From an optimization exercise on the open Yosys and OpenROAD flow, aimed at small area, a short achievable clock period and few clock cycles per item; shortcuts taken in it are not production practice.
No run shown here included a check of the RTL's function; only the layout flow was run.
Power is estimated from default activity; no workload was simulated.

### constraint.sdc
create_clock -name core_clock -period 10.0 [get_ports {clk}]
set_input_delay 2.0000 -clock core_clock [delete_from_list [all_inputs] [get_ports {clk}]]
set_output_delay 2.0000 -clock core_clock [all_outputs]
set_load 0.01 [all_outputs]
### design.v
package rsa_pkg;
  localparam int PW_DEF  = 16;
  localparam int NW_DEF  = 2 * PW_DEF;
  localparam int DIV_LAT = NW_DEF;
endpackage
import rsa_pkg::*;
module rsa_seq_div
#(
  parameter int W = rsa_pkg::DIV_LAT
) (
  input  logic         clk,
  input  logic         rst,
  input  logic         start,
  input  logic [W-1:0] dividend,
  input  logic [W-1:0] divisor,
  output logic [W-1:0] quot,
  output logic [W-1:0] rem,
  output logic         done
);
  localparam int CW = $clog2(W + 1);
  logic [W-1:0]  rem_q, quo_q, dsr_q;
  logic [CW-1:0] cnt;
  logic          active;
  logic [W-1:0]  src_rem, src_quo, src_dsr, nxt_rem, nxt_quo;
  logic [W:0]    trial;
  logic          qbit;
  always_comb begin
    src_rem = start ? '0       : rem_q;
    src_quo = start ? dividend : quo_q;
    src_dsr = start ? divisor  : dsr_q;
    trial   = {src_rem, src_quo[W-1]};
    if (trial >= {1'b0, src_dsr}) begin
      nxt_rem = W'(trial - {1'b0, src_dsr});
      qbit    = 1'b1;
    end else begin
      nxt_rem = trial[W-1:0];
      qbit    = 1'b0;
    end
    nxt_quo = {src_quo[W-2:0], qbit};
  end
  always_ff @(posedge clk) begin
    if (rst) begin
      active <= 1'b0;
      done   <= 1'b0;
      cnt    <= '0;
    end else begin
      done <= 1'b0;
      if (start) begin
        active <= 1'b1;
        cnt    <= CW'(1);
      end else if (active) begin
        cnt <= cnt + CW'(1);
        if (cnt == CW'(W - 1)) begin
          active <= 1'b0;
          done   <= 1'b1;
        end
      end
    end
  end
  always_ff @(posedge clk) begin
    if (start || active) begin
      rem_q <= nxt_rem;
      quo_q <= nxt_quo;
    end
    if (start) dsr_q <= divisor;
  end
  assign quot = quo_q;
  assign rem  = rem_q;
endmodule
module rsa_key_setup
#(
  parameter int PW = rsa_pkg::PW_DEF
) (
  input  logic            clk,
  input  logic            rst,
  input  logic            start,
  input  logic [PW-1:0]   p,
  input  logic [PW-1:0]   q,
  input  logic [2*PW-1:0] ext_e,
  output logic            busy,
  output logic            done,
  output logic [2*PW-1:0] n,
  output logic [2*PW-1:0] e_o,
  output logic [2*PW-1:0] d,
  output logic            invalid
);
  localparam logic [1:0] S_IDLE = 2'd0, S_MUL = 2'd1, S_CHK = 2'd2,
                         S_GCD  = 2'd3;
  logic [1:0]  st;
  logic [2:0]  cnt;
  logic        borrow, case2, pqbad, first, ltf;
  logic [31:0] phr;           
  logic [32:0] a, t;
  logic [32:0] ca1, ct1, ct2;
  logic        ca2s;          
  logic [32:0] ca2;
  assign ca2 = {ca2s, d};
  logic in_mul, in_gcd;
  assign in_mul = (st == S_MUL);
  assign in_gcd = (st == S_GCD);
  logic        a_neg, t_neg, op_sub, swap;
  logic [34:0] va_r;
  logic [33:0] va_sum;
  logic [32:0] t_next;
  always_comb begin
    a_neg  = a[32];
    t_neg  = t[32];
    op_sub = (a_neg == t_neg);
    va_r   = {t[32], t, 1'b1} + {(op_sub ? ~{a[32], a} : {a[32], a}), op_sub};
    va_sum = va_r[34:1];
    if (t[0]) t_next = va_sum[1] ? va_sum[33:1] : {va_sum[33], va_sum[33:2]};
    else      t_next = t[1] ? {t[32], t[32:1]} : {{2{t[32]}}, t[32:2]};
    swap   = t[0] & (va_sum[33] != t_neg);
  end
  function automatic logic [35:0] add4(input logic [35:0] x,
                                       input logic [35:0] y, input logic en_y, input logic neg_y,
                                       input logic [35:0] z, input logic en_z, input logic neg_z,
                                       input logic en_w, input logic neg_w);
    logic [35:0] yy, zz, ww, s1v, c1v, s2v, c2v;
    logic [36:0] r;
    yy  = en_y ? (neg_y ? ~y : y) : 36'd0;
    zz  = en_z ? (neg_z ? ~z : z) : 36'd0;
    ww  = en_w ? (neg_w ? {~z[34:0], 1'b1} : {z[34:0], 1'b0}) : 36'd0;
    s1v = x ^ yy ^ zz;
    c1v = {(x[34:0] & yy[34:0]) | (x[34:0] & zz[34:0]) | (yy[34:0] & zz[34:0]), en_y & neg_y};
    s2v = s1v ^ c1v ^ ww;
    c2v = {(s1v[34:0] & c1v[34:0]) | (s1v[34:0] & ww[34:0]) | (c1v[34:0] & ww[34:0]), en_z & neg_z};
    r   = {s2v, 1'b1} + {c2v, en_w & neg_w};
    add4 = r[36:1];
  endfunction
  logic        t_zero, odd, par, par2, sigma, dbl, sh2, fix_neg, c0, c1;
  logic        y1en, y1neg, z1en, z1neg, w1en, w1neg;
  logic        y2en, y2neg, z2en, z2neg, w2en, w2neg;
  logic [35:0] m1, m2, s1, s2;
  logic [2:0]  lo;
  always_comb begin
    t_zero = (t == 33'd0);
    odd    = t[0];
    m1     = {4'b0000, e_o};
    m2     = {4'b1111, phr};
    par    = case2 ? (ct2[0] ^ (odd & ca2[0])) : (ct1[0] ^ (odd & ca1[0]));
    sigma  = case2 ? ct2[32] : ~ct1[32];
    dbl    = in_gcd & (odd ? ~va_sum[1] : ~t[1]);
    sh2    = in_mul | dbl;
    if (case2)
      lo = {1'b0, ct2[1:0]} + {1'b0, (odd ? (op_sub ? ~ca2[1:0] : ca2[1:0]) : 2'b00)}
         + {1'b0, (par ? (sigma ? ~phr[1:0] : phr[1:0]) : 2'b00)}
         + {2'b00, odd & op_sub} + {2'b00, par & sigma};
    else
      lo = {1'b0, ct1[1:0]} + {1'b0, (odd ? (op_sub ? ~ca1[1:0] : ca1[1:0]) : 2'b00)}
         + {1'b0, (par ? (sigma ? ~e_o[1:0] : e_o[1:0]) : 2'b00)}
         + {2'b00, odd & op_sub} + {2'b00, par & sigma};
    par2 = lo[1];
    c0 = ct2[0] ^ borrow;
    c1 = ct2[1] ^ (borrow & ~ct2[0]);
    fix_neg = ca2s ^ a_neg;
    if (in_mul) begin
      y1en = ct1[0];  y1neg = 1'b0;
      z1en = 1'b0;    z1neg = 1'b0;
      w1en = ct1[1];  w1neg = 1'b0;
      y2en = c0;      y2neg = 1'b0;
      z2en = 1'b0;    z2neg = 1'b0;
      w2en = c1;      w2neg = 1'b0;
    end else begin
      y1en = odd;        y1neg = op_sub;
      z1en = par;        z1neg = sigma;
      w1en = dbl & par2; w1neg = sigma;
      if (t_zero) begin
        y2en = 1'b1;    y2neg = a_neg;
        z2en = fix_neg; z2neg = 1'b1;
        w2en = 1'b0;    w2neg = 1'b0;
      end else begin
        y2en = odd;        y2neg = op_sub;
        z2en = par;        z2neg = sigma;
        w2en = dbl & par2; w2neg = sigma;
      end
    end
    s1 = add4({{3{ct1[32]}}, ct1}, {{3{ca1[32]}}, ca1}, y1en, y1neg,
              m1, z1en, z1neg, w1en, w1neg);
    s2 = add4({{3{ct2[32]}}, ct2}, {{3{ca2[32]}}, ca2}, y2en, y2neg,
              m2, z2en, z2neg, w2en, w2neg);
  end
  logic a_unit;
  assign a_unit = (a == 33'd1) || (a == {33{1'b1}});
  always_ff @(posedge clk) begin
    if (rst) begin
      st      <= S_IDLE;
      busy    <= 1'b0;
      done    <= 1'b0;
      invalid <= 1'b0;
      n       <= '0;
      e_o     <= '0;
      d       <= '0;
    end else begin
      done <= 1'b0;
      case (st)
        S_IDLE: begin
          busy <= 1'b0;
          if (start && !busy) begin
            busy   <= 1'b1;
            a      <= {1'b0, ext_e};
            e_o    <= {p, 16'd0};
            ct1    <= {17'd0, q};
            ca1    <= {1'b0, p, 16'd0};
            ct2    <= {17'd0, q};
            ca2s   <= 1'b1;
            d      <= {~(p - 16'd2), 16'd0};
            phr    <= {~(p - 16'd2), 16'd0};
            borrow <= 1'b1;
            pqbad  <= (p < 16'd2) || (q < 16'd2) || (p == q);
            cnt    <= '0;
            st     <= S_MUL;
          end
        end
        S_MUL: begin
          ct1    <= s1[34:2];
          ct2    <= s2[34:2];
          borrow <= borrow & ~ct2[0] & ~ct2[1];
          cnt    <= cnt + 3'd1;
          if (cnt == 3'd7) st <= S_CHK;
        end
        S_CHK: begin
          n   <= ct1[31:0];
          phr <= ct2[31:0];
          e_o <= a[31:0];
          if (pqbad || (a[31:1] == 31'd0) || (!a[0] && !ct2[0])) begin
            done    <= 1'b1;
            invalid <= 1'b1;
            d       <= '0;
            st      <= S_IDLE;
          end else begin
            case2 <= ~a[0];
            first <= 1'b1;
            if (a[0]) begin
              t    <= ct2;
              ca1  <= '0;
              ct1  <= {33{1'b1}};
              ca2s <= 1'b0;
              d    <= 32'd1;
              ct2  <= '0;
            end else begin
              a    <= ct2;
              t    <= a;
              ca1  <= {33{1'b1}};
              ct1  <= '0;
              ca2s <= 1'b0;
              d    <= 32'd0;
              ct2  <= 33'd1;
            end
            st <= S_GCD;
          end
        end
        S_GCD: begin
          first <= 1'b0;
          if (first) ltf <= va_sum[33];
          if (t_zero) begin
            done <= 1'b1;
            st   <= S_IDLE;
            if (ltf && a_unit) begin
              invalid <= 1'b0;
              d       <= s2[31:0];
            end else begin
              invalid <= 1'b1;
              d       <= '0;
            end
          end else begin
            t   <= t_next;
            ct1 <= sh2 ? s1[34:2] : s1[33:1];
            ct2 <= sh2 ? s2[34:2] : s2[33:1];
            if (swap) begin
              a    <= t;
              ca1  <= ct1;
              ca2s <= ct2[32];
              d    <= ct2[31:0];
            end
          end
        end
        default: st <= S_IDLE;
      endcase
    end
  end
endmodule
### run.sh
#!/bin/bash
# synth_recipe.tcl (not shown) runs the flow's synth.tcl, then flattens the netlist and writes it again
# the make line also repeats each setting of config.mk as NAME=value (left out here)
make -C /OpenROAD-flow-scripts/flow DESIGN_CONFIG=/design/flow/config.mk WORK_HOME=/design/flow/orfs CLKGATE_MAP_FILE= SYNTH_SCRIPT=/design/flow/synth_recipe.tcl finish
### config.mk
export PLATFORM = sky130hd
export DESIGN_NAME = rsa_key_setup
export DESIGN_NICKNAME = rsa_key_setup
export VERILOG_FILES = /design/flow/design.v
export SDC_FILE = /design/flow/constraint.sdc
export NUM_CORES = 4
export LEC_CHECK = 0
export ABC_CLOCK_PERIOD_IN_PS = 2500
export CAP_MARGIN = 20
export CORE_MARGIN = 2
export CORE_UTILIZATION = 40
export SETUP_SLACK_MARGIN = 5
export SLEW_MARGIN = 20
==> results by group, run 1 <==
Worst setup path
  – CP Class: flop to flop
  – Startpoint Class: flop
  – Critical R2R Launch: t[32]
  – Delay-heaviest family, CP: buffers and inverters
  – CP required: 10.34 ns
  – Crit Reg-Reg Endpoint: ct2[4]
  – Worst Setup EP: ct2[4]
  – CP max FO: 7
  – Worst path slowest cell: fa_1
  – CP Capture Type: flop
  – Stages on worst setup path: 33
  – Reg-to-reg setup timing slack: 3.05 ns
  – Arrival time worst endpoint: 7.29 ns
  – Worst Reg-to-Reg Cells: 33
  – Cell mode on critical path: buf_4
  – Crit. Startpoint: t[32]
  – CP Buf/Inv Count: 13
  – Slowest cell delay on critical path: 0.51 ns

Routing
  – Top Metal Used: met5
  – DRC: 0
  – Final WL: 112000 µm
  – WL met1: 43400 µm
  – Met3 Wirelength: 11700 µm
  – DR vias: 25900
  – Post-DRT Antenna Nets: 0
  – Via density: 6.21
  – TritonRoute pass-1 iters: 8
  – Met2 Wirelength: 50000 µm
  – Initial DRC Count: 2630
  – WL per Instance: 27.0 µm

Hold path
  – Worst Hold Depth: 2
  – Hold crit path type: flop to flop

Clocking
  – CTS H-Tree Depth: 2
  – Clock tree root driver cell: clkbuf_16
  – Num CTS Buffers: 40
  – Sink Count: 307
  – TritonCTS clock tree: done
  – Clock Tree Buf Depth: 3
  – Worst-skew pair later-pin latency: 0.60 ns
  – CTS clk-pin slew, worst paths: 0.06 ns

Floorplan
  – Die width: 260 µm
  – Die Y: 260 µm
  – Initial Util: 0.406
  – Core area: 64700 µm²
  – # rows: 93
  – Die Area: 67700 µm²
  – Top Ports: 166

Place
  – Port bufs: 165
  – DP HPWL: 76300 µm
  – GP Congestion: 0.998

STA
  – Relative slew slack: 0.171
  – RSZ-0062 raised after global routing: true
  – Fin. Hold Viols: 0
  – Fin crit period: 6.95 ns
  – Max Fclk: 144 MHz
  – Slew @ Worst Pin: 1.24 ns
  – # setup viols final: 0
  – Final-report max-slew violation count: 0
  – Final period utilization: 0.695
  – Final setup TNS: 0 ns
  – Clock Skew: 0.0290 ns

Pwr
  – Maximum VDD drop: 0.000166 V
  – Leakage: 13.5 nW
  – P per Cell Area: 253 nW/µm²

Logic synthesis
  – Net Count, Synth: 3338
  – Main synth FF type: edfxtp_1
  – Largest area contributor in the netlist: edfxtp_1
  – Post-synth EDFFs: 206
  – YS warnings: 1
  – Most common cell in the netlist: nand2_1
  – Post-Syn Area per Cell: 8.68 µm²
  – Post-synth top cells: nand2_1 (416), nor2_1 (272), a21oi_1 (229), edfxtp_1 (206), xnor2_1 (178)
  – Post-synth cell types: 88
  – Sequential share of the synthesized area: 0.313
  – Synth Instances: 3025
  – Post-synth ARST share: 0
  – Area of the mapped netlist: 26300 µm²
  – Seq cells post-synth: 307
  – Synth top area cells: edfxtp_1 (24%), fa_1 (10%), dfxtp_1 (7.7%)
  – Yosys top cell area share: 0.236

Finish
  – Layout cell share with drive strength beyond 1: 0.207
  – Nets@finish: 3585
  – Fillers: 5842
  – Area growth syn-to-layout: 30.9%
  – Final core occ: 0.531

Global routing
  – Gr usage total: 0.320
  – First-pass GRT wire length: 163000 µm
  – Initial antenna violation count: 3
  – Vias in the first global route: 25100
  – Largest net degree at the start of global routing: 85
  – Final global-route overflow total: 0

Outcome
  – Status: no timing/DRC/antenna violations

Flow run
  – MaxCap Viol Count: 0
-- layer usage --
layer / up-vias / global-route usage
li1: 11200 / -
met2: 1515 / 0.501
met5: - / 0
met1: 12700 / 0.408
met4: 2 / 0.174
met3: 390 / 0.0726
-- sequential cells by signal (all words and copies together), names as in the netlist --
name,flops
e_o,32
cnt,3
busy,1
d,32
phr,32
ca2s,1
pqbad,1
invalid,1
case2,1
n,32
done,1
st,2
ca1,33
ct2,33
a,33
first,1
ct1,33
ltf,1
t,33
borrow,1
-- cells in the final DEF (no fill, tap or decap), types with 18 or more instances in the layout --
cell type,Yosys,routed
nand4_1,26,26
fa_1,136,128
nand3_1,36,28
nor2_1,272,252
o21a_1,19,18
dfxtp_1,101,98
a22oi_1,26,21
nor4_1,31,25
nand2_2,0,29
buf_6,1,41
buf_4,1,168
a21oi_2,2,41
ha_4,0,39
o22ai_1,36,36
a221oi_1,44,34
mux2i_1,65,65
nor3_1,36,28
clkbuf_16,0,43
o21ai_1,14,39
inv_1,176,162
and3_1,42,37
a211oi_1,31,22
a21oi_1,229,176
edfxtp_1,206,206
o21ai_0,173,103
xor2_1,94,76
a21o_1,71,71
xnor2_1,178,152
nand2b_1,22,21
o211ai_1,27,27
ha_1,110,61
o21bai_1,22,20
clkdlybuf4s50_1,0,164
nand2_1,416,383
o21ai_2,2,35
-- metrics by stage --
stage                     hold slack, ns  setup slack [ns]  instance area, µm²  std cells  power, mW
after floorplan                    0.481              3.42               26700       3025       4.31
after global placement             0.443              2.36               29000       3895       5.26
after global routing               0.476              2.87               34400       4159       9.09
after detailed placement           0.447              2.22               29000       3895       5.29
after CTS                          0.455              3.20               32900       4107       7.88
final                              0.450              3.05               34400       4160       8.68
-- cells by family (layout without fill, tap and decap cells) --
kind of cell             count (synthesis)  after routing  share of synthesized area
buffers and inverters                  370            645                     0.0536
XOR/XNOR                               273            273                     0.0918
flip-flops                             307            307                      0.313
AO/OA/AOI/OAI                          826            827                      0.205
adder cells (fa/ha/maj)                246            246                      0.156
other                                    0              1                          0
AND/OR/NAND/NOR                        936            939                      0.156
multiplexers                            67             67                     0.0256
-- layout make-up --
| class | count | area, µm² | area share |
|---|---|---|---|
| tap | 855 | 1070 | 0.0311 |
| sequential | 307 | 8210 | 0.239 |
| inverter | 179 | 673 | 0.0196 |
| clock inverter | 20 | 229 | 0.00666 |
| multi-input combinational | 2352 | 19300 | 0.561 |
| clock buffer | 54 | 1130 | 0.0328 |
| antenna | 1 | 2.50 | 0.0000728 |
| timing repair buffer | 392 | 3760 | 0.109 |
-- how the worst min path moves through the flow --
stage / from / to / slack (ns)
after floorplan: n[0] / n[0] / 0.48
after global placement: n[3] / n[3] / 0.44
after detailed placement: n[5] / n[5] / 0.45
after CTS: n[5] / n[5] / 0.45
after global routing: n[5] / n[5] / 0.48
final: n[5] / n[5] / 0.45
-- report_power, final --
| part | switching, mW | leakage (nW) | internal, mW |
|---|---|---|---|
| registers | 0.214 | 2.76 | 1.51 |
| logic | 2.98 | 10.0 | 2.44 |
| clock network | 0.632 | 0.660 | 0.901 |
-- worst min-delay path: cells and delay by family, from the launching register on --
kind / cells / cell delay (ns)
flops: 1 / 0.30
simple gates: 1 / 0.05
compound gates: 1 / 0.05
-- timing repair --
action	in CTS	in global routing
setup buffers	133	50
gates cloned	5	1
gates resized for setup	290	199
pin swaps	145	152
endpoints found under the setup margin	169	169
hold buffers	0	0
==> run 2, diff against run 1 <==
--- a/design.v
+++ b/design.v
@@ -84,9 +84,7 @@
   output logic [2*PW-1:0] d,
   output logic            invalid
 );
-  localparam logic [1:0] S_IDLE = 2'd0, S_MUL = 2'd1, S_CHK = 2'd2,
-                         S_GCD  = 2'd3;
-  logic [1:0]  st;
+  logic        in_idle, in_mul, in_chk, in_gcd;
   logic [2:0]  cnt;
   logic        borrow, case2, pqbad, first, ltf;
   logic [31:0] phr;           
@@ -95,9 +93,7 @@
   logic        ca2s;          
   logic [32:0] ca2;
   assign ca2 = {ca2s, d};
-  logic in_mul, in_gcd;
-  assign in_mul = (st == S_MUL);
-  assign in_gcd = (st == S_GCD);
+  logic        tz;            
   logic        a_neg, t_neg, op_sub, swap;
   logic [34:0] va_r;
   logic [33:0] va_sum;
@@ -134,7 +130,7 @@
   logic [35:0] m1, m2, s1, s2;
   logic [2:0]  lo;
   always_comb begin
-    t_zero = (t == 33'd0);
+    t_zero = tz;
     odd    = t[0];
     m1     = {4'b0000, e_o};
     m2     = {4'b1111, phr};
@@ -184,7 +180,10 @@
   assign a_unit = (a == 33'd1) || (a == {33{1'b1}});
   always_ff @(posedge clk) begin
     if (rst) begin
-      st      <= S_IDLE;
+      in_idle <= 1'b1;
+      in_mul  <= 1'b0;
+      in_chk  <= 1'b0;
+      in_gcd  <= 1'b0;
       busy    <= 1'b0;
       done    <= 1'b0;
       invalid <= 1'b0;
@@ -193,8 +192,7 @@
       d       <= '0;
     end else begin
       done <= 1'b0;
-      case (st)
-        S_IDLE: begin
+      if (in_idle) begin
           busy <= 1'b0;
           if (start && !busy) begin
             busy   <= 1'b1;
@@ -209,17 +207,22 @@
             borrow <= 1'b1;
             pqbad  <= (p < 16'd2) || (q < 16'd2) || (p == q);
             cnt    <= '0;
-            st     <= S_MUL;
-          end
-        end
-        S_MUL: begin
+            in_idle <= 1'b0;
+            in_mul  <= 1'b1;
+          end
+      end
+      else if (in_mul) begin
           ct1    <= s1[34:2];
           ct2    <= s2[34:2];
           borrow <= borrow & ~ct2[0] & ~ct2[1];
           cnt    <= cnt + 3'd1;
-          if (cnt == 3'd7) st <= S_CHK;
-        end
-        S_CHK: begin
+          if (cnt == 3'd7) begin
+            in_mul <= 1'b0;
+            in_chk <= 1'b1;
+          end
+      end
+      else if (in_chk) begin
+          in_chk <= 1'b0;
           n   <= ct1[31:0];
           phr <= ct2[31:0];
           e_o <= a[31:0];
@@ -227,9 +230,10 @@
             done    <= 1'b1;
             invalid <= 1'b1;
             d       <= '0;
-            st      <= S_IDLE;
+            in_idle <= 1'b1;
           end else begin
             case2 <= ~a[0];
+            tz    <= 1'b0;
             first <= 1'b1;
             if (a[0]) begin
               t    <= ct2;
@@ -247,15 +251,16 @@
               d    <= 32'd0;
               ct2  <= 33'd1;
             end
-            st <= S_GCD;
-          end
-        end
-        S_GCD: begin
+            in_gcd <= 1'b1;
+          end
+      end
+      else if (in_gcd) begin
           first <= 1'b0;
           if (first) ltf <= va_sum[33];
           if (t_zero) begin
-            done <= 1'b1;
-            st   <= S_IDLE;
+            done    <= 1'b1;
+            in_gcd  <= 1'b0;
+            in_idle <= 1'b1;
             if (ltf && a_unit) begin
               invalid <= 1'b0;
               d       <= s2[31:0];
@@ -265,6 +270,7 @@
             end
           end else begin
             t   <= t_next;
+            tz  <= (t_next == 33'd0);
             ct1 <= sh2 ? s1[34:2] : s1[33:1];
             ct2 <= sh2 ? s2[34:2] : s2[33:1];
             if (swap) begin
@@ -274,9 +280,7 @@
               d    <= ct2[31:0];
             end
           end
-        end
-        default: st <= S_IDLE;
-      endcase
+      end
     end
   end
 endmodule
==> run 2 against run 1 <==
Clock-buffer cell count grew 2. Register-to-register slack barely moved. Total power down 18%. Worst hold slack improved by 0.0040 ns. Sequential cell count increased by 3. Setup slack better by 0.0058 ns. Die area rose by 3.4%. Area after synthesis is 3.4% higher. Non-clock buffer count is 18 lower. Sequential share of layout area shrank 0.28 points. Critical path type unchanged. Highest routed layer unchanged.
==> results by group, run 2 <==
Pwr
  – Maximum VDD drop: 0.000172 V
  – Leakage: 14.3 nW
  – Tot Pwr: 7.16 mW
  – P per Cell Area: 204 nW/µm²

Finish
  – Area growth syn-to-layout: 29.2%
  – Commonest non-fill, non-tap cells in the layout: nand2_1 (408), nor2_1 (229), inv_1 (212), edfxtp_1 (207), a21oi_1 (199)
  – Area of the multi-input gates: 19800 µm²
  – Fillers: 6116
  – Sequential Area: 8290 µm²
  – Final Cell Area: 35100 µm²
  – Most common cell after layout, fill and taps aside: nand2_1
  – Nets@finish: 3690
  – Final core occ: 0.522
  – ANT cells: 0
  – Layout cell share with drive strength beyond 1: 0.193

Routing
  – Final WL: 111000 µm
  – Initial DRC Count: 2463
  – TritonRoute pass-1 iters: 6
  – WL per Instance: 25.8 µm
  – DR vias: 25800
  – DRC: 0
  – Via density: 6.03
  – Post-DRT Antenna Nets: 0

Logic synthesis
  – Net Count, Synth: 3450
  – Sequential share of the synthesized area: 0.305
  – Synth top area cells: edfxtp_1 (23%), fa_1 (9.9%), dfxtp_1 (7.6%)
  – Post-Syn Area per Cell: 8.66 µm²
  – Post-synth ARST share: 0
  – Post-synth EDFFs: 207
  – Synth Instances: 3138
  – Yosys top cell area share: 0.229
  – Most common cell in the netlist: nand2_1
  – Seq cells post-synth: 310
  – Main synth FF type: edfxtp_1
  – Post-synth cell types: 94
  – Area of the mapped netlist: 27200 µm²
  – Largest area contributor in the netlist: edfxtp_1
  – YS warnings: 1
  – Post-synth top cells: nand2_1 (425), a21oi_1 (251), nor2_1 (248), inv_1 (229), edfxtp_1 (207)

Worst setup path
  – CP required: 10.34 ns
  – CP max FO: 8
  – Slowest cell delay on critical path: 0.53 ns
  – CP Capture Type: flop
  – Cell mode on critical path: buf_12
  – CP Class: flop to flop
  – Worst path slowest cell: fa_1
  – Startpoint Class: flop
  – Arrival time worst endpoint: 7.29 ns

Global routing
  – Initial antenna violation count: 1
  – Largest net degree at the start of global routing: 79
  – Vias in the first global route: 25100
  – First-pass GRT wire length: 162000 µm
  – Final global-route overflow total: 0
  – Gr usage total: 0.304

Floorplan
  – Die width: 265 µm
  – Die Y: 265 µm
  – # rows: 95
  – Die Area: 70000 µm²
  – Core area: 67200 µm²
  – Initial Util: 0.405
  – Top Ports: 166

Flow run
  – MaxCap Viol Count: 0

STA
  – Max Fclk: 144 MHz
  – Final period utilization: 0.695
  – Slew @ Worst Pin: 1.20 ns
  – Relative slew slack: 0.199
  – Fin. Hold Viols: 0
  – Final setup TNS: 0 ns
  – Fin crit period: 6.95 ns
  – Clock Skew: 0.0366 ns
  – RSZ-0062 raised after global routing: true
  – Final-report max-slew violation count: 0
  – # setup viols final: 0

Clocking
  – Clock tree root driver cell: clkbuf_16
  – TritonCTS clock tree: done
  – CTS H-Tree Depth: 2
  – CTS clk-pin slew, worst paths: 0.06 ns
  – Worst-skew pair later-pin latency: 0.59 ns
  – Clock Tree Buf Depth: 3
  – Num CTS Buffers: 40
  – Sink Count: 310

Place
  – DP HPWL: 77600 µm
  – Port bufs: 165
  – GP Congestion: 1.00
  – DP Area: 30200 µm²

Outcome
  – Status: no timing/DRC/antenna violations

Hold path
  – Hold crit path type: flop to flop
## run 2: cell count changes after synthesis, moves of 24 or more
cell and delta:
o22ai_1 -25, nor2_1 -24, xnor2_1 -32, inv_1 +53, a22oi_1 +30, xor2_1 +61, nand2b_1 +24, a221oi_1 -37
and3_1 -26
## run 2: worst max-delay path, delay by kind of cell, from the launching register on
family	cells	cell delay, ns
fa+ha+maj	4	1.61
compound gates	11	2.09
flops	1	0.38
xor+xnor	1	0.21
simple gates	8	1.56
buf+inv	7	0.82
## run 2: kinds of logic (layout without fill, tap and decap cells)
group	Yosys count	in the layout	share of synthesized area
mux	75	75	0.0281
buf+inv	411	681	0.0575
compound gates	833	835	0.204
simple gates	962	962	0.158
flops	310	310	0.305
xor+xnor	302	302	0.0976
fa+ha+maj	245	245	0.150
## run 2: stage by stage
stage          instances  worst slack, ns  hold WS, ns
2_1_floorplan       3138             3.01        0.481
3_3_place_gp        4040             1.73        0.442
3_5_place_dp        4040             1.60        0.449
4_1_cts             4213             3.15        0.457
5_1_grt             4283             2.86        0.474
6_report            4283             3.05        0.454
## run 2: metal layers
layer  track usage  wire, µm  up-vias
li1              -         -    11500
met1         0.393     44300    12800
met2         0.498     51100     1162
met3        0.0453      8060      296
met4         0.152      6980        2
met5             0        13        -
## run 2: worst paths after layout
path              start  endpoint  slack, ns  cells after the start
setup reg to reg  a[32]   ct2[27]       3.05                     31
hold / removal    n[10]     n[10]       0.45                      2
hold reg to reg   n[10]     n[10]       0.45                      2
setup / recovery  a[32]   ct2[27]       3.05                     31
## run 2: cell type report
type / instances / area share
sequential: 310 / 0.236
inverter: 233 / 0.0251
timing repair buffer: 374 / 0.104
multi-input combinational: 2419 / 0.565
tap: 873 / 0.0311
clock inverter: 18 / 0.00417
clock buffer: 56 / 0.0338
## run 2: repair_timing
item,in CTS,in global routing
hold buffers,0,0
pin swaps,157,160
gates resized for setup,246,153
setup endpoints to repair,173,170
setup buffers,94,67
cloned,5,3
## run 2: power by group
| part | internal, mW | switching (mW) |
|---|---|---|
| Clock | 0.879 | 0.615 |
| Sequential | 1.48 | 0.128 |
| Combinational | 1.79 | 2.27 |
| Total | 4.15 | 3.01 |
==> run 3, diff against run 2 <==
--- a/design.v
+++ b/design.v
@@ -94,7 +94,7 @@
   logic [32:0] ca2;
   assign ca2 = {ca2s, d};
   logic        tz;            
-  logic        a_neg, t_neg, op_sub, swap;
+  logic        a_neg, t_neg, op_sub, swap, h2;
   logic [34:0] va_r;
   logic [33:0] va_sum;
   logic [32:0] t_next;
@@ -104,8 +104,9 @@
     op_sub = (a_neg == t_neg);
     va_r   = {t[32], t, 1'b1} + {(op_sub ? ~{a[32], a} : {a[32], a}), op_sub};
     va_sum = va_r[34:1];
-    if (t[0]) t_next = va_sum[1] ? va_sum[33:1] : {va_sum[33], va_sum[33:2]};
-    else      t_next = t[1] ? {t[32], t[32:1]} : {{2{t[32]}}, t[32:2]};
+    h2     = t[0] ? (t[1] ^ a[1] ^ op_sub) : ~t[1];
+    if (t[0]) t_next = h2 ? {va_sum[33], va_sum[33:2]} : va_sum[33:1];
+    else      t_next = h2 ? {{2{t[32]}}, t[32:2]} : {t[32], t[32:1]};
     swap   = t[0] & (va_sum[33] != t_neg);
   end
   function automatic logic [35:0] add4(input logic [35:0] x,
@@ -136,7 +137,7 @@
     m2     = {4'b1111, phr};
     par    = case2 ? (ct2[0] ^ (odd & ca2[0])) : (ct1[0] ^ (odd & ca1[0]));
     sigma  = case2 ? ct2[32] : ~ct1[32];
-    dbl    = in_gcd & (odd ? ~va_sum[1] : ~t[1]);
+    dbl    = in_gcd & h2;
     sh2    = in_mul | dbl;
     if (case2)
       lo = {1'b0, ct2[1:0]} + {1'b0, (odd ? (op_sub ? ~ca2[1:0] : ca2[1:0]) : 2'b00)}
==> run 3 against run 2 <==
Still clean on timing, DRC and antenna. Global-route usage is 0.87 points lower. Synthesized cell count is 2.2% higher. Sequential share of layout area is 0.63 points higher. First-iteration DRC count is 5.9% higher. Setup slack worse by 0.52 ns. Via count is 0.26% lower. Final area is 2.6% lower. Worst hold slack worse by 0.0035 ns. Highest routed layer unchanged.
==> results by group, run 3 <==
Routing
  – Post-DRT Antenna Nets: 0
  – Via density: 5.98
  – DR vias: 25800
  – DRC: 0
  – WL per Instance: 24.8 µm
  – Initial DRC Count: 2608
  – Final WL: 107000 µm
  – TritonRoute pass-1 iters: 7

Pwr
  – Maximum VDD drop: 0.000133 V
  – Leakage: 13.8 nW
  – P per Cell Area: 201 nW/µm²

Place
  – DP HPWL: 76600 µm
  – Port bufs: 165
  – GP Congestion: 1.01
  – Placed Cells: 4103

Logic synthesis
  – Post-synth top cells: nand2_1 (496), nor2_1 (246), inv_1 (225), a21oi_1 (222), edfxtp_1 (207)
  – Most common cell in the netlist: nand2_1
  – Largest area contributor in the netlist: edfxtp_1
  – Seq cells post-synth: 310
  – Sequential share of the synthesized area: 0.303
  – Synth Instances: 3206
  – Post-Syn Area per Cell: 8.51 µm²
  – Yosys top cell area share: 0.228
  – Post-synth cell types: 81
  – YS warnings: 1
  – Post-synth EDFFs: 207
  – Main synth FF type: edfxtp_1
  – Net Count, Synth: 3518
  – Synth top area cells: edfxtp_1 (23%), fa_1 (9.9%), dfxtp_1 (7.6%)
  – Area of the mapped netlist: 27300 µm²
  – Post-synth ARST share: 0

Worst setup path
  – Reg-to-reg setup timing slack: 2.53 ns
  – CP Class: flop to flop
  – Delay-heaviest family, CP: simple AND/OR/NAND/NOR gates
  – CP max FO: 6
  – Critical R2R Launch: a[32]
  – CP required: 10.29 ns
  – Arrival time worst endpoint: 7.76 ns
  – CP Buf/Inv Count: 5
  – Cell mode on critical path: or4_4
  – CP Capture Type: flop
  – Slowest cell delay on critical path: 0.58 ns
  – Crit Reg-Reg Endpoint: ct2[23]
  – Worst path slowest cell: or4_4
  – Worst Reg-to-Reg Cells: 27
  – Startpoint Class: flop

Hold path
  – Hold crit path type: flop to flop
  – Worst Hold Path EP: n[21]
  – Hold path start: n[21]
  – Worst Hold Depth: 2

Global routing
  – Initial antenna violation count: 1
  – Vias in the first global route: 24400
  – Gr usage total: 0.296
  – Final global-route overflow total: 0
  – Largest net degree at the start of global routing: 87
  – First-pass GRT wire length: 158000 µm

Outcome
  – Status: no timing/DRC/antenna violations

Finish
  – Nets@finish: 3714
  – Layout Cells excl Fill: 4309
  – Area growth syn-to-layout: 25.2%
  – Layout cell share with drive strength beyond 1: 0.159
  – Most common cell after layout, fill and taps aside: nand2_1
  – Commonest non-fill, non-tap cells in the layout: nand2_1 (481), nor2_1 (228), inv_1 (217), edfxtp_1 (207), a21oi_1 (179)
  – Fillers: 6314
  – ANT cells: 0

Floorplan
  – Core area: 67400 µm²
  – Initial Util: 0.405
  – Die width: 265 µm
  – Die Y: 265 µm
  – Die Area: 70300 µm²
  – # rows: 95
  – Top Ports: 166

STA
  – RSZ-0062 raised after global routing: true
  – # setup viols final: 0
  – Final period utilization: 0.747
  – Max Fclk: 134 MHz
  – Final setup TNS: 0 ns
  – Relative slew slack: 0.168
  – Clock Skew: 0.0203 ns
  – Fin. Hold Viols: 0
  – Fin crit period: 7.47 ns
  – Final-report max-slew violation count: 0
  – Slew @ Worst Pin: 1.25 ns

Clocking
  – Num CTS Buffers: 42
  – Clock Tree Buf Depth: 3
  – Clock tree root driver cell: clkbuf_16
  – CTS clk-pin slew, worst paths: 0.06 ns
  – CTS H-Tree Depth: 2
  – Sink Count: 310
  – Worst-skew pair later-pin latency: 0.59 ns
  – TritonCTS clock tree: done

Flow run
  – MaxCap Viol Count: 0
[run 3: cell types whose count changed after synthesis, sizes merged, moves of 12 or more]
cell and delta:
a22o -20, nor2b +12, mux2i -20, nand2 +72, xor2 -23, nand2b -28, a221o -12, o21a +12
o21ai +16, xnor2 +20, o211ai +12, a21oi -31
[run 3: routing by layer]
| metal | global-route usage | wire, µm | up-vias | part of all wire |
|---|---|---|---|---|
| met5 | 0 | 10 | - | 0.000094 |
| met4 | 0.144 | 6160 | 2 | 0.058 |
| met3 | 0.0525 | 9580 | 281 | 0.090 |
| met2 | 0.458 | 47100 | 1274 | 0.44 |
| met1 | 0.399 | 43900 | 12600 | 0.41 |
| li1 | - | - | 11600 | - |
[run 3: worst max-delay path by stage]
stage,from,end,slack (ns),cells past startpoint
3_3_place_gp,t[0],ct2[30],1.72,26
2_1_floorplan,t[0],ct2[32],2.60,32
5_1_grt,a[32],ct2[23],2.36,29
4_1_cts,a[32],ct2[21],2.75,30
6_report,a[32],ct2[23],2.53,27
3_5_place_dp,t[0],ct2[30],1.62,26
[run 3: layout make-up]
cell class / instances / area [µm²] / share of cell area
Inverter: 228 / 856 / 0.0250
Tap cell: 873 / 1090 / 0.0320
Multi-Input combinational cell: 2484 / 19200 / 0.563
Clock inverter: 9 / 141 / 0.00414
Clock buffer: 69 / 1290 / 0.0379
Timing Repair Buffer: 336 / 3270 / 0.0957
Sequential cell: 310 / 8290 / 0.242
[run 3: kinds of logic after synthesis]
kind of cell / Yosys count / synth area share
AOI/OAI and AO/OA: 840 / 0.201
xor gates and xnor gates: 299 / 0.0979
adders and majority gates: 245 / 0.149
buffers and inverters: 415 / 0.0576
DFF: 310 / 0.303
muxes: 66 / 0.0252
and+or+nand+nor: 1031 / 0.166
[run 3: power by group]
part	internal, mW	switching, mW	total, mW
Combinational	1.56	2.11	3.67
Sequential	1.48	0.127	1.61
Clock	0.963	0.622	1.58
[run 3: through the flow]
step | hold slack (ns) | setup slack (ns) | cell area [µm²] | total power, mW | util
floorplan | 0.406 | 2.60 | 27800 | 3.71 | -
global placement | 0.442 | 1.72 | 30100 | 4.47 | 0.447
detailed placement | 0.447 | 1.62 | 30100 | 4.47 | 0.447
CTS | 0.455 | 2.75 | 33000 | 6.44 | 0.489
global route | 0.469 | 2.36 | 34200 | 7.23 | 0.507
finish | 0.451 | 2.53 | 34200 | 6.86 | 0.507
[run 3: timing repair]
item | CTS | global route
setup buffers | 70 | 52
hold buffers | 0 | 0
endpoints found under the setup margin | 167 | 166
pin swaps | 113 | 108
hold endpoints to repair | 0 | 0
cloned | 4 | 2
resized for setup | 162 | 141
[run 3: worst register-to-register path: stages, from the launching register on]
cell and delay [ns]:
edfxtp_1 0.46, buf_6 0.17, xor2_4 0.18, and2_4 0.16, o21ai_2 0.13, fa_1 0.43, inv_2 0.09, ha_4 0.19
or4_4 0.54, and3b_1 0.19, o211a_1 0.24, or4_4 0.55, or3_4 0.39, o21ai_4 0.13, buf_4 0.17, nand2_2 0.05
fa_1 0.50, inv_1 0.06, ha_4 0.31, o2111ai_1 0.26, or4_4 0.59, o21ai_4 0.19, a31oi_4 0.13, o31ai_4 0.38
buf_4 0.18, mux2i_1 0.21, and3_1 0.22, o311ai_1 0.09
==> run 4, diff against run 3 <==
--- a/config.mk
+++ b/config.mk
@@ -5,9 +5,8 @@
 export SDC_FILE = /design/flow/constraint.sdc
 export NUM_CORES = 4
 export LEC_CHECK = 0
-export ABC_CLOCK_PERIOD_IN_PS = 2500
+export ABC_CLOCK_PERIOD_IN_PS = 3500
 export CAP_MARGIN = 20
 export CORE_MARGIN = 2
 export CORE_UTILIZATION = 40
-export SETUP_SLACK_MARGIN = 5
 export SLEW_MARGIN = 20
==> run 4 against run 3 <==
Non-clock buffer count decreased by 124. Via count decreased by 3.6%. Final area fell by 9.0%. Still clean. Sequential power about the same. Synthesized cell count unchanged. Critical path type unchanged. Cell count decreased by 3.0%. Maximum frequency decreased by 14%. Worst hold slack about the same. Combinational power down 23%.
==> results by group, run 4 <==
Outcome
  – Status: no timing/DRC/antenna violations

Logic synthesis
  – YS warnings: 1
  – Seq cells post-synth: 310
  – Post-synth EDFFs: 207
  – Synth top area cells: edfxtp_1 (23%), fa_1 (9.9%), dfxtp_1 (7.6%)
  – Synth Instances: 3206
  – Net Count, Synth: 3518
  – Area of the mapped netlist: 27300 µm²
  – Post-synth cell types: 81
  – Post-Syn Area per Cell: 8.51 µm²
  – Yosys top cell area share: 0.228
  – Sequential share of the synthesized area: 0.303
  – Main synth FF type: edfxtp_1
  – Most common cell in the netlist: nand2_1
  – Post-synth ARST share: 0
  – Post-synth top cells: nand2_1 (496), nor2_1 (246), inv_1 (225), a21oi_1 (222), edfxtp_1 (207)
  – Largest area contributor in the netlist: edfxtp_1

Finish
  – Layout cell share with drive strength beyond 1: 0.0557
  – Most common cell after layout, fill and taps aside: nand2_1
  – Area growth syn-to-layout: 13.9%
  – ANT cells: 0
  – Nets@finish: 3586
  – Fillers: 6639
  – Commonest non-fill, non-tap cells in the layout: nand2_1 (495), nor2_1 (239), inv_1 (225), a21oi_1 (218), edfxtp_1 (207)

Floorplan
  – Core area: 67400 µm²
  – Die Y: 265 µm
  – Die Area: 70300 µm²
  – Die width: 265 µm
  – Initial Util: 0.405
  – # rows: 95
  – Top Ports: 166

Global routing
  – Largest net degree at the start of global routing: 83
  – Initial antenna violation count: 0
  – Final global-route overflow total: 0
  – Vias in the first global route: 23800
  – Gr usage total: 0.291
  – First-pass GRT wire length: 154000 µm

Routing
  – Initial DRC Count: 2430
  – DRC: 0
  – DR vias: 24800
  – Post-DRT Antenna Nets: 0
  – Final WL: 104000 µm
  – WL per Instance: 24.8 µm
  – Via density: 5.94
  – TritonRoute pass-1 iters: 5

Place
  – GP Congestion: 0.977
  – Port bufs: 165
  – DP HPWL: 77200 µm

Clocking
  – Clock tree root driver cell: clkbuf_16
  – Worst-skew pair later-pin latency: 0.60 ns
  – CTS H-Tree Depth: 2
  – Cells resized by post-CTS repair: 0
  – CTS clk-pin slew, worst paths: 0.06 ns
  – Post-CTS Setup Bufs: 0
  – Post-CTS Hold Buffers: 0
  – Num CTS Buffers: 41
  – Clock Tree Buf Depth: 3
  – Sink Count: 310
  – TritonCTS clock tree: done

Worst setup path
  – Startpoint Class: flop
  – Slowest cell delay on critical path: 0.64 ns
  – Arrival time worst endpoint: 8.98 ns
  – CP Capture Type: flop
  – CP required: 10.31 ns
  – Reg-to-reg setup timing slack: 1.34 ns
  – CP Class: flop to flop
  – Worst path slowest cell: edfxtp_1
  – CP max FO: 19

Hold path
  – Hold crit path type: flop to flop

STA
  – # setup viols final: 0
  – Final-report max-slew violation count: 0
  – Fin Hold WS: 0.450 ns
  – Slew @ Worst Pin: 1.14 ns
  – Clock Skew: 0.0228 ns
  – Final period utilization: 0.866
  – Relative slew slack: 0.237
  – Fin. Hold Viols: 0
  – Final setup TNS: 0 ns
  – RSZ-0062 raised after global routing: false
  – Max Fclk: 115 MHz
  – Fin crit period: 8.66 ns

Flow run
  – MaxCap Viol Count: 0

Pwr
  – Sw frac: 0.429
  – Logic pwr share: 0.476
  – Flop pwr share: 0.271
  – Int Pwr: 3.37 mW
  – Leakage: 12.6 nW
  – Maximum VDD drop: 0.000126 V
  – Net Switching: 2.53 mW
  – P per Cell Area: 190 nW/µm²
  – Clock power frac: 0.253
-- run 4: cell type report --
| class | instances | area [µm²] | area share |
|---|---|---|---|
| clock buffers | 58 | 1200 | 0.0387 |
| clock inverters | 17 | 115 | 0.00370 |
| inverters | 228 | 856 | 0.0275 |
| multi-input cells | 2481 | 17500 | 0.564 |
| flip-flops and latches | 310 | 8290 | 0.266 |
| well taps | 873 | 1090 | 0.0351 |
| repair buffers | 212 | 2000 | 0.0644 |
-- run 4: path summary, 6_finish.rpt --
check,start,endpoint,cells after the start
worst min-delay path,n[24],n[24],2
worst max-delay path,t[0],ct2[30],30
worst max register to register,t[0],ct2[30],30
worst min register to register,n[24],n[24],2
-- run 4: cells by family (layout without fill, tap and decap cells) --
family / after synthesis / in the layout / share of synthesized area
buffers and inverters: 415 / 515 / 0.0576
AO/OA/AOI/OAI: 840 / 840 / 0.201
AND/OR/NAND/NOR: 1031 / 1031 / 0.166
multiplexers: 66 / 66 / 0.0252
XOR/XNOR: 299 / 299 / 0.0979
flip-flops: 310 / 310 / 0.303
adder cells (fa/ha/maj): 245 / 245 / 0.149
-- run 4: worst max-delay path, delay by kind of cell (launching register included) --
| family | cells | cell delay, ns |
|---|---|---|
| xor+xnor | 1 | 0.22 |
| fa+ha+maj | 3 | 1.20 |
| buf+inv | 2 | 0.45 |
| compound gates | 14 | 2.97 |
| flops | 1 | 0.64 |
| simple gates | 10 | 2.88 |
-- run 4: layer usage --
layer,share of wire,track usage
met5,0,0
met4,0.052,0.136
met3,0.076,0.0443
met2,0.45,0.460
met1,0.43,0.392
-- run 4: power by group through the flow --
stage	sequential [mW]	clock [mW]	combinational, mW
floorplan	1.56	0	2.02
global placement	1.63	0	2.75
detailed placement	1.63	0	2.74
CTS	1.60	1.51	2.76
global route	1.61	1.56	3.08
finish	1.60	1.49	2.81
-- run 4: metrics by stage --
stage                     power, mW  instances  utilization  setup WS (ns)  area [µm²]
after global routing           6.25       4179        0.462          0.853       31100
final                          5.91       4179        0.462           1.34       31100
after floorplan                3.58       3206            -           1.05       27300
after global placement         4.38       4104        0.442           1.65       29800
after detailed placement       4.37       4104        0.442           1.50       29800
after CTS                      5.88       4179        0.462           1.50       31100
==> run 5, diff against run 4 <==
--- a/design.v
+++ b/design.v
@@ -84,9 +84,9 @@
   output logic [2*PW-1:0] d,
   output logic            invalid
 );
-  logic        in_idle, in_mul, in_chk, in_gcd;
+  logic        in_idle, in_mul, in_gcd;
   logic [2:0]  cnt;
-  logic        borrow, case2, pqbad, first, ltf;
+  logic        borrow, case2, pqbad, phiodd, first, ltf;
   logic [31:0] phr;           
   logic [32:0] a, t;
   logic [32:0] ca1, ct1, ct2;
@@ -129,7 +129,6 @@
   logic        y1en, y1neg, z1en, z1neg, w1en, w1neg;
   logic        y2en, y2neg, z2en, z2neg, w2en, w2neg;
   logic [35:0] m1, m2, s1, s2;
-  logic [2:0]  lo;
   always_comb begin
     t_zero = tz;
     odd    = t[0];
@@ -140,14 +139,11 @@
     dbl    = in_gcd & h2;
     sh2    = in_mul | dbl;
     if (case2)
-      lo = {1'b0, ct2[1:0]} + {1'b0, (odd ? (op_sub ? ~ca2[1:0] : ca2[1:0]) : 2'b00)}
-         + {1'b0, (par ? (sigma ? ~phr[1:0] : phr[1:0]) : 2'b00)}
-         + {2'b00, odd & op_sub} + {2'b00, par & sigma};
+      par2 = ct2[1] ^ (odd & (ca2[1] ^ (op_sub & ca2[0]))) ^ (par & (phr[1] ^ sigma))
+           ^ (ct2[0] | (odd & ca2[0]));
     else
-      lo = {1'b0, ct1[1:0]} + {1'b0, (odd ? (op_sub ? ~ca1[1:0] : ca1[1:0]) : 2'b00)}
-         + {1'b0, (par ? (sigma ? ~e_o[1:0] : e_o[1:0]) : 2'b00)}
-         + {2'b00, odd & op_sub} + {2'b00, par & sigma};
-    par2 = lo[1];
+      par2 = ct1[1] ^ (odd & (ca1[1] ^ (op_sub & ca1[0]))) ^ (par & (e_o[1] ^ sigma))
+           ^ (ct1[0] | (odd & ca1[0]));
     c0 = ct2[0] ^ borrow;
     c1 = ct2[1] ^ (borrow & ~ct2[0]);
     fix_neg = ca2s ^ a_neg;
@@ -183,7 +179,6 @@
     if (rst) begin
       in_idle <= 1'b1;
       in_mul  <= 1'b0;
-      in_chk  <= 1'b0;
       in_gcd  <= 1'b0;
       busy    <= 1'b0;
       done    <= 1'b0;
@@ -207,6 +202,7 @@
             phr    <= {~(p - 16'd2), 16'd0};
             borrow <= 1'b1;
             pqbad  <= (p < 16'd2) || (q < 16'd2) || (p == q);
+            phiodd <= ~p[0] & ~q[0];
             cnt    <= '0;
             in_idle <= 1'b0;
             in_mul  <= 1'b1;
@@ -219,40 +215,36 @@
           cnt    <= cnt + 3'd1;
           if (cnt == 3'd7) begin
             in_mul <= 1'b0;
-            in_chk <= 1'b1;
-          end
-      end
-      else if (in_chk) begin
-          in_chk <= 1'b0;
-          n   <= ct1[31:0];
-          phr <= ct2[31:0];
-          e_o <= a[31:0];
-          if (pqbad || (a[31:1] == 31'd0) || (!a[0] && !ct2[0])) begin
-            done    <= 1'b1;
-            invalid <= 1'b1;
-            d       <= '0;
-            in_idle <= 1'b1;
-          end else begin
-            case2 <= ~a[0];
-            tz    <= 1'b0;
-            first <= 1'b1;
-            if (a[0]) begin
-              t    <= ct2;
-              ca1  <= '0;
-              ct1  <= {33{1'b1}};
-              ca2s <= 1'b0;
-              d    <= 32'd1;
-              ct2  <= '0;
+            n      <= s1[33:2];
+            phr    <= s2[33:2];
+            e_o    <= a[31:0];
+            if (pqbad || (a[31:1] == 31'd0) || (!a[0] && !phiodd)) begin
+              done    <= 1'b1;
+              invalid <= 1'b1;
+              d       <= '0;
+              in_idle <= 1'b1;
             end else begin
-              a    <= ct2;
-              t    <= a;
-              ca1  <= {33{1'b1}};
-              ct1  <= '0;
-              ca2s <= 1'b0;
-              d    <= 32'd0;
-              ct2  <= 33'd1;
+              case2 <= ~a[0];
+              tz    <= 1'b0;
+              first <= 1'b1;
+              if (a[0]) begin
+                t    <= s2[34:2];
+                ca1  <= '0;
+                ct1  <= {33{1'b1}};
+                ca2s <= 1'b0;
+                d    <= 32'd1;
+                ct2  <= '0;
+              end else begin
+                a    <= s2[34:2];
+                t    <= a;
+                ca1  <= {33{1'b1}};
+                ct1  <= '0;
+                ca2s <= 1'b0;
+                d    <= 32'd0;
+                ct2  <= 33'd1;
+              end
+              in_gcd <= 1'b1;
             end
-            in_gcd <= 1'b1;
           end
       end
       else if (in_gcd) begin
--- a/config.mk
+++ b/config.mk
@@ -5,8 +5,9 @@
 export SDC_FILE = /design/flow/constraint.sdc
 export NUM_CORES = 4
 export LEC_CHECK = 0
-export ABC_CLOCK_PERIOD_IN_PS = 3500
+export ABC_CLOCK_PERIOD_IN_PS = 2500
 export CAP_MARGIN = 20
 export CORE_MARGIN = 2
 export CORE_UTILIZATION = 40
+export SETUP_SLACK_MARGIN = 5
 export SLEW_MARGIN = 20
==> run 5 against run 4 <==
Still clean on timing, DRC and antenna. Area after synthesis is 0.52% lower. Sequential cell count stayed put. Register-to-register slack better by 2.3 ns. Sequential share of layout area is 3.8 points lower. Combinational power is 120% higher. Maximum frequency is 37% higher. Sequential power is 2% higher.
==> results by group, run 5 <==
Logic synthesis
  – Area of the mapped netlist: 27200 µm²
  – Post-Syn Area per Cell: 8.54 µm²
  – Post-synth EDFFs: 208
  – Synth top area cells: edfxtp_1 (23%), fa_1 (9.8%), dfxtp_1 (7.5%)
  – Main synth FF type: edfxtp_1
  – Synth Instances: 3179
  – Post-synth cell types: 100
  – Net Count, Synth: 3490
  – Most common cell in the netlist: nand2_1
  – Post-synth top cells: nand2_1 (436), a21oi_1 (279), nor2_1 (252), inv_1 (242), edfxtp_1 (208)
  – Yosys top cell area share: 0.230
  – Seq cells post-synth: 310
  – YS warnings: 1
  – Post-synth ARST share: 0
  – Largest area contributor in the netlist: edfxtp_1
  – Sequential share of the synthesized area: 0.305

Clocking
  – Num CTS Buffers: 39
  – Clock tree root driver cell: clkbuf_16
  – Post-CTS Hold Buffers: 0
  – Clock Tree Buf Depth: 3
  – CTS clk-pin slew, worst paths: 0.06 ns
  – Worst-skew pair later-pin latency: 0.59 ns
  – TritonCTS clock tree: done
  – Sink Count: 310
  – CTS H-Tree Depth: 2

STA
  – Clock Skew: 0.0266 ns
  – Fin crit period: 6.34 ns
  – Relative slew slack: 0.266
  – Final setup TNS: 0 ns
  – RSZ-0062 raised after global routing: true
  – # setup viols final: 0
  – Fin. Hold Viols: 0
  – Final period utilization: 0.634
  – Final-report max-slew violation count: 0
  – Slew @ Worst Pin: 1.10 ns
  – Max Fclk: 158 MHz

Floorplan
  – Core area: 67200 µm²
  – Initial Util: 0.404
  – # rows: 95
  – Die Area: 70000 µm²
  – Die Y: 265 µm
  – Top Ports: 166
  – Die width: 265 µm

Routing
  – Initial DRC Count: 2944
  – Final WL: 113000 µm
  – Via density: 6.09
  – Met3 Wirelength: 12700 µm
  – Met2 Wirelength: 48600 µm
  – DR vias: 26800
  – Top Metal Used: met4
  – WL per Instance: 25.7 µm
  – Post-DRT Antenna Nets: 0
  – WL met1: 45000 µm
  – DRC: 0
  – TritonRoute pass-1 iters: 5

Worst setup path
  – Critical R2R Launch: t[0]
  – Crit. Startpoint: t[0]
  – Arrival time worst endpoint: 6.66 ns
  – Worst Reg-to-Reg Cells: 30
  – Slowest cell delay on critical path: 0.49 ns
  – Worst Setup EP: ct2[12]
  – CP Class: flop to flop
  – Startpoint Class: flop
  – Reg-to-reg setup timing slack: 3.66 ns
  – CP Capture Type: flop
  – CP max FO: 7
  – Crit Reg-Reg Endpoint: ct2[12]
  – CP required: 10.32 ns
  – Worst path slowest cell: mux4_2

Global routing
  – Final global-route overflow total: 0
  – Initial antenna violation count: 1
  – First-pass GRT wire length: 165000 µm
  – Largest net degree at the start of global routing: 73
  – Vias in the first global route: 25800
  – Gr usage total: 0.313

Pwr
  – Tot Pwr: 9.45 mW
  – Leakage: 15.0 nW
  – Maximum VDD drop: 0.000187 V
  – P per Cell Area: 261 nW/µm²

Place
  – GP Congestion: 0.963
  – DP HPWL: 77100 µm
  – Port bufs: 165
  – Placed Cells: 4080

Finish
  – ANT cells: 0
  – Nets@finish: 3799
  – Layout Cells excl Fill: 4392
  – Commonest non-fill, non-tap cells in the layout: nand2_1 (414), nor2_1 (229), inv_1 (227), a21oi_1 (212), edfxtp_1 (208)
  – Layout cell share with drive strength beyond 1: 0.226
  – Area growth syn-to-layout: 33.6%
  – Most common cell after layout, fill and taps aside: nand2_1

Flow run
  – MaxCap Viol Count: 0

Hold path
  – Hold crit path type: flop to flop

Outcome
  – Status: no timing/DRC/antenna violations
run 5: worst min-delay path by stage:
stage                start     to  cells past startpoint
floorplan           in_mul  first                      0
global placement      n[2]   n[2]                      2
detailed placement    n[2]   n[2]                      2
CTS                   n[2]   n[2]                      2
global route          n[2]   n[2]                      2
finish                n[2]   n[2]                      2
run 5: repair_timing:
item,4_1_cts,5_1_grt
cloned,7,1
setup buffers,165,66
pin swaps,197,103
resized for setup,427,146
endpoints found under the setup margin,296,294
run 5: final cells by class:
type                    instances  area (µm²)
fillers                      5842       30900
repair buffers                451        4500
clock buffers                  51        1170
well taps                     873        1090
flip-flops and latches        310        8300
clock inverters                21         272
multi-input cells            2442       20000
inverters                     244         921
run 5: cell families (layout without fill, tap and decap cells):
kind of cell,Yosys count,count (layout),synth area share
AND/OR/NAND/NOR,956,957,0.157
AO/OA/AOI/OAI,903,903,0.214
buffers and inverters,428,767,0.0602
flip-flops,310,310,0.305
XOR/XNOR,270,270,0.0892
adder cells (fa/ha/maj),244,244,0.149
multiplexers,68,68,0.0262
run 5: routing by layer:
layer  track usage  up-vias
met4         0.155        0
met3        0.0817      330
met1         0.415    13100
li1              -    11800
met2         0.471     1537
met5             0        -
run 5: stage by stage:
step,setup WS (ns),instance area (µm²),hold slack (ns),utilization
2_1_floorplan,3.79,27700,0.428,-
3_3_place_gp,2.75,30000,0.445,0.447
3_5_place_dp,2.76,30000,0.447,0.447
4_1_cts,3.87,35100,0.456,0.522
5_1_grt,3.47,36300,0.472,0.540
6_report,3.66,36300,0.456,0.540
run 5: worst max-delay path, delay by kind of cell, from the launching register on:
| family | cells | cell delay, ns |
|---|---|---|
| XOR/XNOR | 2 | 0.41 |
| buffers and inverters | 7 | 0.96 |
| multiplexers | 3 | 1.13 |
| adder cells (fa/ha/maj) | 3 | 1.01 |
| AO/OA/AOI/OAI | 10 | 1.65 |
| AND/OR/NAND/NOR | 5 | 0.46 |
| flip-flops | 1 | 0.42 |
run 5: power by group:
| group | internal, mW | total [mW] | switching, mW | leakage, nW |
|---|---|---|---|---|
| registers | 1.53 | 1.64 | 0.109 | 2.77 |
| clock network | 0.960 | 1.60 | 0.643 | 0.703 |
| logic | 2.79 | 6.21 | 3.42 | 11.5 |
==> run 6, diff against run 5 <==
--- a/config.mk
+++ b/config.mk
@@ -5,9 +5,7 @@
 export SDC_FILE = /design/flow/constraint.sdc
 export NUM_CORES = 4
 export LEC_CHECK = 0
-export ABC_CLOCK_PERIOD_IN_PS = 2500
 export CAP_MARGIN = 20
 export CORE_MARGIN = 2
 export CORE_UTILIZATION = 40
-export SETUP_SLACK_MARGIN = 5
 export SLEW_MARGIN = 20
==> run 6 against run 5 <==
Still clean. Critical path depth is 6 lower. Setup slack worse by 1.4 ns. Sequential cell count stayed put. Clock-buffer cell count is 7 higher. Clock skew is 0.0088 ns higher. Critical endpoint is now d[16]. Largest power group unchanged. Highest routed layer is now met5.
==> results by group, run 6 <==
Outcome
  – Status: no timing/DRC/antenna violations

Worst setup path
  – CP Capture Type: flop
  – Critical R2R Launch: t[0]
  – CP Class: flop to flop
  – CP max FO: 36
  – Slowest cell delay on critical path: 0.70 ns
  – Startpoint Class: flop
  – Worst path slowest cell: xor2_1
  – Reg-to-reg setup timing slack: 2.30 ns
  – Crit Reg-Reg Endpoint: d[16]
  – CP Cell Sequence: buf_4, inv_2, nor4b_1, nor3_1, mux2_2, nor3_4, nand3_2, buf_4, nor2_1, a21oi_1, fa_1, inv_1, ha_1, a21o_1, a21o_1, a21oi_1, o211ai_1, a41o_1, a41o_1, a21oi_1, xor2_1, nor2_1, a2111oi_0, nor3_1
  – Crit. Startpoint: t[0]
  – Cell mode on critical path: a21oi_1
  – Worst Reg-to-Reg Cells: 24
  – CP required: 10.44 ns
  – Arrival time worst endpoint: 8.14 ns
  – Worst Setup EP: d[16]

Routing
  – DRC: 0
  – DR vias: 24800
  – Via density: 5.98
  – WL per Instance: 25.4 µm
  – Final WL: 106000 µm
  – Post-DRT Antenna Nets: 0
  – TritonRoute pass-1 iters: 6
  – Initial DRC Count: 2648

Finish
  – Nets@finish: 3561
  – Layout cell share with drive strength beyond 1: 0.0619
  – Most common cell after layout, fill and taps aside: nand2_1
  – Area of the multi-input gates: 17400 µm²
  – Area growth syn-to-layout: 14.2%
  – Sequential Area: 8290 µm²
  – Commonest non-fill, non-tap cells in the layout: nand2_1 (435), a21oi_1 (276), nor2_1 (243), inv_1 (241), edfxtp_1 (208)
  – Layout Cells excl Fill: 4156
  – Fillers: 6551

Clocking
  – Post-CTS Setup Bufs: 0
  – Clock tree root driver cell: clkbuf_16
  – CTS H-Tree Depth: 2
  – Cells resized by post-CTS repair: 0
  – Sink Count: 310
  – Clock Tree Buf Depth: 3
  – Worst-skew pair later-pin latency: 0.61 ns
  – TritonCTS clock tree: done
  – Post-CTS Hold Buffers: 0
  – CTS clk-pin slew, worst paths: 0.07 ns
  – Num CTS Buffers: 40

STA
  – Max Fclk: 130 MHz
  – # setup viols final: 0
  – Slew @ Worst Pin: 1.18 ns
  – Final-report max-slew violation count: 0
  – RSZ-0062 raised after global routing: false
  – Fin Hold WS: 0.453 ns
  – Final setup TNS: 0 ns
  – Relative slew slack: 0.207
  – Final period utilization: 0.770
  – Final worst setup slack: 2.30 ns
  – Fin. Hold Viols: 0
  – Clock Skew: 0.0355 ns
  – Fin crit period: 7.70 ns

Pwr
  – Maximum VDD drop: 0.000151 V
  – Leakage: 12.9 nW
  – Tot Pwr: 7.00 mW
  – P per Cell Area: 226 nW/µm²

Place
  – Place WS: 2.47 ns
  – GP Congestion: 0.961
  – DP HPWL: 77900 µm
  – Placed Cells: 4081
  – Port bufs: 165

Logic synthesis
  – Area of the mapped netlist: 27200 µm²
  – Post-synth cell types: 100
  – Most common cell in the netlist: nand2_1
  – Sequential share of the synthesized area: 0.305
  – Post-Syn Area per Cell: 8.54 µm²
  – Post-synth ARST share: 0
  – Main synth FF type: edfxtp_1
  – Seq cells post-synth: 310
  – Post-synth top cells: nand2_1 (436), a21oi_1 (279), nor2_1 (252), inv_1 (242), edfxtp_1 (208)
  – Largest area contributor in the netlist: edfxtp_1
  – Synth Instances: 3179
  – Net Count, Synth: 3490
  – YS warnings: 1
  – Yosys top cell area share: 0.230
  – Synth top area cells: edfxtp_1 (23%), fa_1 (9.8%), dfxtp_1 (7.5%)
  – Post-synth EDFFs: 208

Floorplan
  – Die Y: 265 µm
  – Die Area: 70000 µm²
  – # rows: 95
  – Top Ports: 166
  – Core area: 67200 µm²
  – Die width: 265 µm
  – Initial Util: 0.404

Global routing
  – Largest net degree at the start of global routing: 72
  – Final global-route overflow total: 0
  – First-pass GRT wire length: 157000 µm
  – Vias in the first global route: 23900
  – Initial antenna violation count: 4
  – Gr usage total: 0.298

Hold path
  – Hold crit path type: flop to flop

Flow run
  – MaxCap Viol Count: 0
## run 6: cell counts after synthesis
No cell type changed its count.
## run 6: metrics by stage
stage               cell area [µm²]   util
floorplan                     27200      -
global placement              29700  0.442
detailed placement            29700  0.442
CTS                           31000  0.462
global route                  31000  0.462
finish                        31000  0.462
## run 6: worst min path at each step
stage | slack, ns | end | start | cells past startpoint
3_5_place_dp | 0.45 | n[16] | n[16] | 2
3_3_place_gp | 0.44 | n[0] | n[0] | 2
2_1_floorplan | 0.43 | first | in_mul | 0
4_1_cts | 0.45 | n[16] | n[16] | 2
5_1_grt | 0.47 | n[11] | n[11] | 2
6_report | 0.45 | n[16] | n[16] | 2
## run 6: logic make-up (layout without fill, tap and decap cells)
family	after synthesis	count (layout)	share of synthesized area
xor gates and xnor gates	270	270	0.0892
muxes	68	68	0.0262
adders and majority gates	244	244	0.149
other	0	1	0
AOI/OAI and AO/OA	903	903	0.214
DFF	310	310	0.305
buffers and inverters	428	531	0.0602
and+or+nand+nor	956	956	0.157
## run 6: worst max-delay path, delay by kind of cell, from the launching register on
family | cells | cell delay (ns)
flops | 1 | 0.47
xor+xnor | 1 | 0.70
buf+inv | 4 | 1.21
mux | 1 | 0.40
fa+ha+maj | 2 | 0.89
compound gates | 9 | 1.90
simple gates | 7 | 1.93
## run 6: layout make-up
class                           count  share of cell area
Inverter                          244              0.0295
Clock buffer                       58              0.0390
Clock inverter                     16             0.00371
Tap cell                          873              0.0352
Multi-Input combinational cell   2441               0.560
Sequential cell                   310               0.267
Timing Repair Buffer              213              0.0648
Antenna cell                        1           0.0000807
## run 6: routing by layer
metal	wire (µm)	share of wire	track usage	vias to the layer above
met5	30	0.00028	0	-
met2	45600	0.43	0.452	1218
met4	4480	0.042	0.117	4
met1	43900	0.42	0.405	12100
li1	-	-	-	11300
met3	11700	0.11	0.0782	210
## run 6: power by group
| group | total, mW | switching (mW) | internal (mW) |
|---|---|---|---|
| registers | 1.64 | 0.112 | 1.53 |
| clock network | 1.49 | 0.642 | 0.849 |
| logic | 3.86 | 2.55 | 1.31 |

==> re-timing with driven ports <==
How much do the figures lean on ideal ports? The routed layouts below were timed once more, with nothing changed but the port constraints.
Step 1 sets driving cells, clkbuf_16 on the clock port and buf_2 on the other inputs (assumed; they add their load-dependent delay and slew).
Step 2 adds t to the input delays and takes it off the output delays; t is the mean of the earliest and latest rising clock arrival at the registers after step 1. Input paths then give back, and output paths get back, about the clock's delay inside the block.
a / b / c = no drivers / after step 1 / after step 2; a / b = the first two.
run	t, ns	slack for setup (ns)	worst register clock-pin slew, ns	pins driven straight from the clock port
run 1	0.646	3.048 / 3.048 / 3.048	0.07 / 0.07	1
run 2	0.637	3.054 / 3.054 / 3.054	0.07 / 0.07	1
run 3	0.641	2.531 / 2.531 / 2.531	0.06 / 0.06	1
run 4	0.653	1.338 / 1.337 / 1.337	0.06 / 0.06	1
run 5	0.641	3.657 / 3.657 / 3.657	0.07 / 0.07	1
run 6	0.653	2.302 / 2.302 / 2.302	0.07 / 0.07	1
After both steps setup and hold are still met in every run listed. The setup slack of run 4, which loses most, moves by -0.001 ns with the drivers and by -0.001 ns with both steps.
